This design comes from an exercise in tuning for small area on the open sky130 flow, not from production work.
The RTL was checked by simulation tests, not by an equivalence proof against the original design.
No activity file was given, so power comes from the tool's default toggle rates. No driver is modelled on the clock port, so clocking that relies on it looks cheaper here than on a real chip.

Setup of sierra:
==> flow/design.v <==
`timescale 1ns / 1ps
package deq_pkg;
    localparam int DEPTH   = 32;
    localparam int IDX_W   = $clog2(DEPTH);
    localparam int DATA_W  = 32;
    localparam int REQ_W   = 3;
    localparam int STAT_W  = 2;
    localparam logic [REQ_W-1:0] REQ_PUSH_FRONT = 3'd0;
    localparam logic [REQ_W-1:0] REQ_PUSH_BACK  = 3'd1;
    localparam logic [REQ_W-1:0] REQ_POP_FRONT  = 3'd2;
    localparam logic [REQ_W-1:0] REQ_POP_BACK   = 3'd3;
    localparam logic [REQ_W-1:0] REQ_READ_ALL   = 3'd4;
endpackage
`timescale 1ns / 1ps
module deq_aoi3 (
    input  logic a0,
    input  logic b0,
    input  logic a1,
    input  logic b1,
    input  logic a2,
    input  logic b2,
    output logic y
);
    assign y = !((a0 && b0) || (a1 && b1) || (a2 && b2));
endmodule
module deq_ram #(
    parameter int DATA_W = 32,
    parameter int WORDS  = 32,
    parameter int ADDR_W = $clog2(WORDS)
) (
    input  logic              clk,
    input  logic              we,
    input  logic [ADDR_W-1:0] waddr,
    input  logic [DATA_W-1:0] wdata,
    input  logic              re,
    input  logic [ADDR_W-1:0] raddr,
    input  logic              xsel,
    input  logic [DATA_W-1:0] xdata,
    output logic [DATA_W-1:0] rdata
);
    localparam int INS    = WORDS + 1;
    localparam int GROUPS = (INS + 2) / 3;
    logic [DATA_W-1:0] mem [WORDS];
    logic [WORDS-1:0]  wsel;
    logic [3*GROUPS-1:0] rsel;
    logic [DATA_W-1:0] rin [3*GROUPS];
    always_comb
    begin
        rsel = '0;
        for (int k = 0; k < WORDS; k++)
        begin
            wsel[k] = we && (waddr == ADDR_W'(k));
            rsel[k] = re && (raddr == ADDR_W'(k));
        end
        rsel[WORDS] = xsel;
        for (int k = 0; k < 3 * GROUPS; k++)
        begin
            if (k < WORDS)
            begin
                rin[k] = mem[k];
            end
            else if (k == WORDS)
            begin
                rin[k] = xdata;
            end
            else
            begin
                rin[k] = '0;
            end
        end
    end
    for (genvar k = 0; k < WORDS; k++)
    begin : g_word
        always_ff @(posedge clk)
        begin
            if (wsel[k])
            begin
                mem[k] <= wdata;
            end
        end
    end
    for (genvar b = 0; b < DATA_W; b++)
    begin : g_bit
        logic [GROUPS-1:0] grp_n;
        for (genvar g = 0; g < GROUPS; g++)
        begin : g_grp
            deq_aoi3 u_aoi (
                .a0 (rsel[3*g]),
                .b0 (rin[3*g][b]),
                .a1 (rsel[3*g+1]),
                .b1 (rin[3*g+1][b]),
                .a2 (rsel[3*g+2]),
                .b2 (rin[3*g+2][b]),
                .y  (grp_n[g])
            );
        end
        assign rdata[b] = !(&grp_n);
    end
endmodule
`timescale 1ns / 1ps
module double_ended_queue (
    input  logic                                 clk,
    input  logic                                 rst_n,
    input  logic                                 start,
    output logic                                 busy,
    input  logic        [deq_pkg::REQ_W-1:0]     req_type,
    input  logic signed [deq_pkg::DATA_W-1:0]    push_value,
    output logic                                 done,
    output logic signed [deq_pkg::DATA_W-1:0]    out_value,
    output logic        [deq_pkg::STAT_W-1:0]    status,
    output logic                                 is_last
);
    localparam int IW = deq_pkg::IDX_W;
    logic          busy_reg, busy_next;
    logic          done_reg, done_next;
    logic          nonempty_reg, nonempty_next;
    logic [IW-1:0] front_reg, front_next;
    logic [IW-1:0] back_reg, back_next;
    logic [IW-1:0] rnext_reg, rnext_next;
    logic [IW-1:0] raddr;
    logic [deq_pkg::DATA_W-1:0] res_value_reg, res_value_next;
    logic [deq_pkg::STAT_W-1:0] res_status_reg, res_status_next;
    logic          one;
    logic          full;
    logic          mem_we;
    logic [IW-1:0] mem_waddr;
    logic          mem_re;
    logic          res_push;
    assign one  = (front_reg == back_reg);
    assign full = nonempty_reg && (back_reg + IW'(1) == front_reg);
    always_comb
    begin
        busy_next       = busy_reg;
        done_next       = 1'b0;
        nonempty_next   = nonempty_reg;
        front_next      = front_reg;
        back_next       = back_reg;
        raddr           = req_type[0] ? back_reg : front_reg;
        rnext_next      = front_reg + IW'(1);
        mem_re          = 1'b0;
        res_push        = 1'b0;
        res_status_next = 2'd0;
        mem_we          = 1'b0;
        mem_waddr       = req_type[0] ? back_reg + IW'(1) : front_reg - IW'(1);
        if (busy_reg)
        begin
            done_next  = 1'b1;
            mem_re     = 1'b1;
            raddr      = rnext_reg;
            rnext_next = rnext_reg + IW'(1);
            busy_next  = (rnext_reg != back_reg);
        end
        else if (start)
        begin
            unique case (req_type)
                deq_pkg::REQ_PUSH_FRONT, deq_pkg::REQ_PUSH_BACK:
                begin
                    done_next = 1'b1;
                    res_push  = 1'b1;
                    if (full)
                    begin
                        res_status_next = 2'd2;
                    end
                    else
                    begin
                        mem_we        = 1'b1;
                        nonempty_next = 1'b1;
                        if (req_type[0])
                        begin
                            back_next = mem_waddr;
                        end
                        else
                        begin
                            front_next = mem_waddr;
                        end
                    end
                end
                deq_pkg::REQ_POP_FRONT, deq_pkg::REQ_POP_BACK:
                begin
                    done_next = 1'b1;
                    if (nonempty_reg)
                    begin
                        mem_re        = 1'b1;
                        nonempty_next = !one;
                        if (req_type[0])
                        begin
                            back_next = back_reg - IW'(1);
                        end
                        else
                        begin
                            front_next = front_reg + IW'(1);
                        end
                    end
                    else
                    begin
                        res_status_next = 2'd1;
                    end
                end
                deq_pkg::REQ_READ_ALL:
                begin
                    done_next = 1'b1;
                    if (nonempty_reg)
                    begin
                        mem_re    = 1'b1;
                        busy_next = !one;
                    end
                    else
                    begin
                        res_status_next = 2'd1;
                    end
                end
                default:
                begin
                end
            endcase
        end
    end
    always_ff @(posedge clk or negedge rst_n)
    begin
        if (!rst_n)
        begin
            busy_reg     <= 1'b0;
            done_reg     <= 1'b0;
            nonempty_reg <= 1'b0;
            front_reg    <= '0;
            back_reg     <= '1;
        end
        else
        begin
            busy_reg     <= busy_next;
            done_reg     <= done_next;
            nonempty_reg <= nonempty_next;
            front_reg    <= front_next;
            back_reg     <= back_next;
        end
    end
    always_ff @(posedge clk)
    begin
        rnext_reg      <= rnext_next;
        res_value_reg  <= res_value_next;
        res_status_reg <= res_status_next;
    end
    deq_ram #(
        .DATA_W (deq_pkg::DATA_W),
        .WORDS  (deq_pkg::DEPTH)
    ) u_ram (
        .clk   (clk),
        .we    (mem_we),
        .waddr (mem_waddr),
        .wdata (push_value),
        .re    (mem_re),
        .raddr (raddr),
        .xsel  (res_push),
        .xdata (push_value),
        .rdata (res_value_next)
    );
    assign busy      = busy_reg;
    assign done      = done_reg;
    assign out_value = $signed(res_value_reg);
    assign status    = res_status_reg;
    assign is_last   = !busy_reg;
endmodule
clock: 4.0 ns
lec_check: 0
cap_margin: 20
core_margin: 2
core_utilization: 60
gpl_timing_driven: 0
setup_slack_margin: 0.15
slew_margin: 20
synth_hierarchical: 1
standard.sh (not shown) runs the stock make flow with config.mk's settings and CLKGATE_MAP_FILE= SYNTH_SCRIPT=/design/flow/synth_recipe.tcl, a recipe that flattens the netlist after the stock synthesis.
==> flow/flow/run.sh <==
#!/bin/bash
# Standard layout with buf_4 port buffers, a clock tree of larger sink clusters
# without dummy loads, and repair buffers limited to buf_2..buf_6.
here=$(pwd)
export BUFFER_PORTS_ARGS="-buffer_cell sky130_fd_sc_hd__buf_4"
export CTS_ARGS="-sink_clustering_enable -repair_clock_nets -dont_use_dummy_load -buf_list {sky130_fd_sc_hd__clkbuf_8 sky130_fd_sc_hd__clkbuf_16} -root_buf sky130_fd_sc_hd__clkbuf_16 -sink_clustering_size 24 -sink_clustering_max_diameter 100"
for s in GLOBAL_PLACE RESIZE DETAIL_PLACE CTS GLOBAL_ROUTE REPAIR_TIMING_POST_PLACE DETAIL_ROUTE; do
  export PRE_${s}_TCL=$here/flow/dont_use.tcl
done
bash standard.sh > flow.log 2>&1
==> flow/flow/dont_use.tcl <==
# Keep the resizer to small and mid-size buffers.
set_dont_use {sky130_fd_sc_hd__buf_8 sky130_fd_sc_hd__buf_12 sky130_fd_sc_hd__buf_16}
Relative to sierra, the following input files were edited for zinc:
==> flow/flow/run.sh <==
#!/bin/bash
# Standard layout with buf_4 port buffers and a clock tree of larger sink
# clusters without dummy loads.
export BUFFER_PORTS_ARGS="-buffer_cell sky130_fd_sc_hd__buf_4"
export CTS_ARGS="-sink_clustering_enable -repair_clock_nets -dont_use_dummy_load -buf_list {sky130_fd_sc_hd__clkbuf_8 sky130_fd_sc_hd__clkbuf_16} -root_buf sky130_fd_sc_hd__clkbuf_16 -sink_clustering_size 30 -sink_clustering_max_diameter 100"
bash standard.sh > flow.log 2>&1
removed: flow/flow/dont_use.tcl
- Summary: internal power contribution, zinc better than sierra
- Hold slack in zinc is 0.0090 ns below sierra.
- sierra → zinc: number of global-route vias before repair dropped 206; power of the clock network dropped 7.2%.

-- static timing again, ports no longer ideal --
The results above use ideal ports. As a check the final layouts listed here were re-extracted and re-timed, cells and wires unchanged. Step 1 (the two cells are an assumption about what drives the block):
set clk [get_ports {clk}]
set_driving_cell -lib_cell sky130_fd_sc_hd__clkbuf_16 $clk
set_driving_cell -lib_cell sky130_fd_sc_hd__buf_2 [delete_from_list [all_inputs] $clk]
Step 2, shift: input delay + t, output delay - t, t = (earliest + latest rising clock arrival at the registers) / 2. This alone moves slack from input paths to output paths. Slacks: no drivers / after step 1 / after step 2; pairs: no drivers / after step 1.
| run | t (ns) | slack for setup (ns) | worst hold slack (ns) | latest minus earliest clock arrival (ns) | worst register clock-pin slew, ns | cell pins on the clock port's net |
|---|---|---|---|---|---|---|
| sierra | 0.688 | 0.139 / 0.139 / -0.496 | 0.016 / -0.022 / 0.559 | 0.048 / 0.047 | 0.10 / 0.10 | 1 |
| zinc | 0.645 | 0.132 / 0.132 / -0.493 | 0.007 / -0.026 / 0.566 | 0.095 / 0.094 | 0.12 / 0.12 | 1 |
With both steps, setup timing fails in sierra and zinc, where it was met with ideal ports. The setup slack of sierra, which loses most, moves by 0.000 ns with the drivers and by -0.635 ns with both steps.
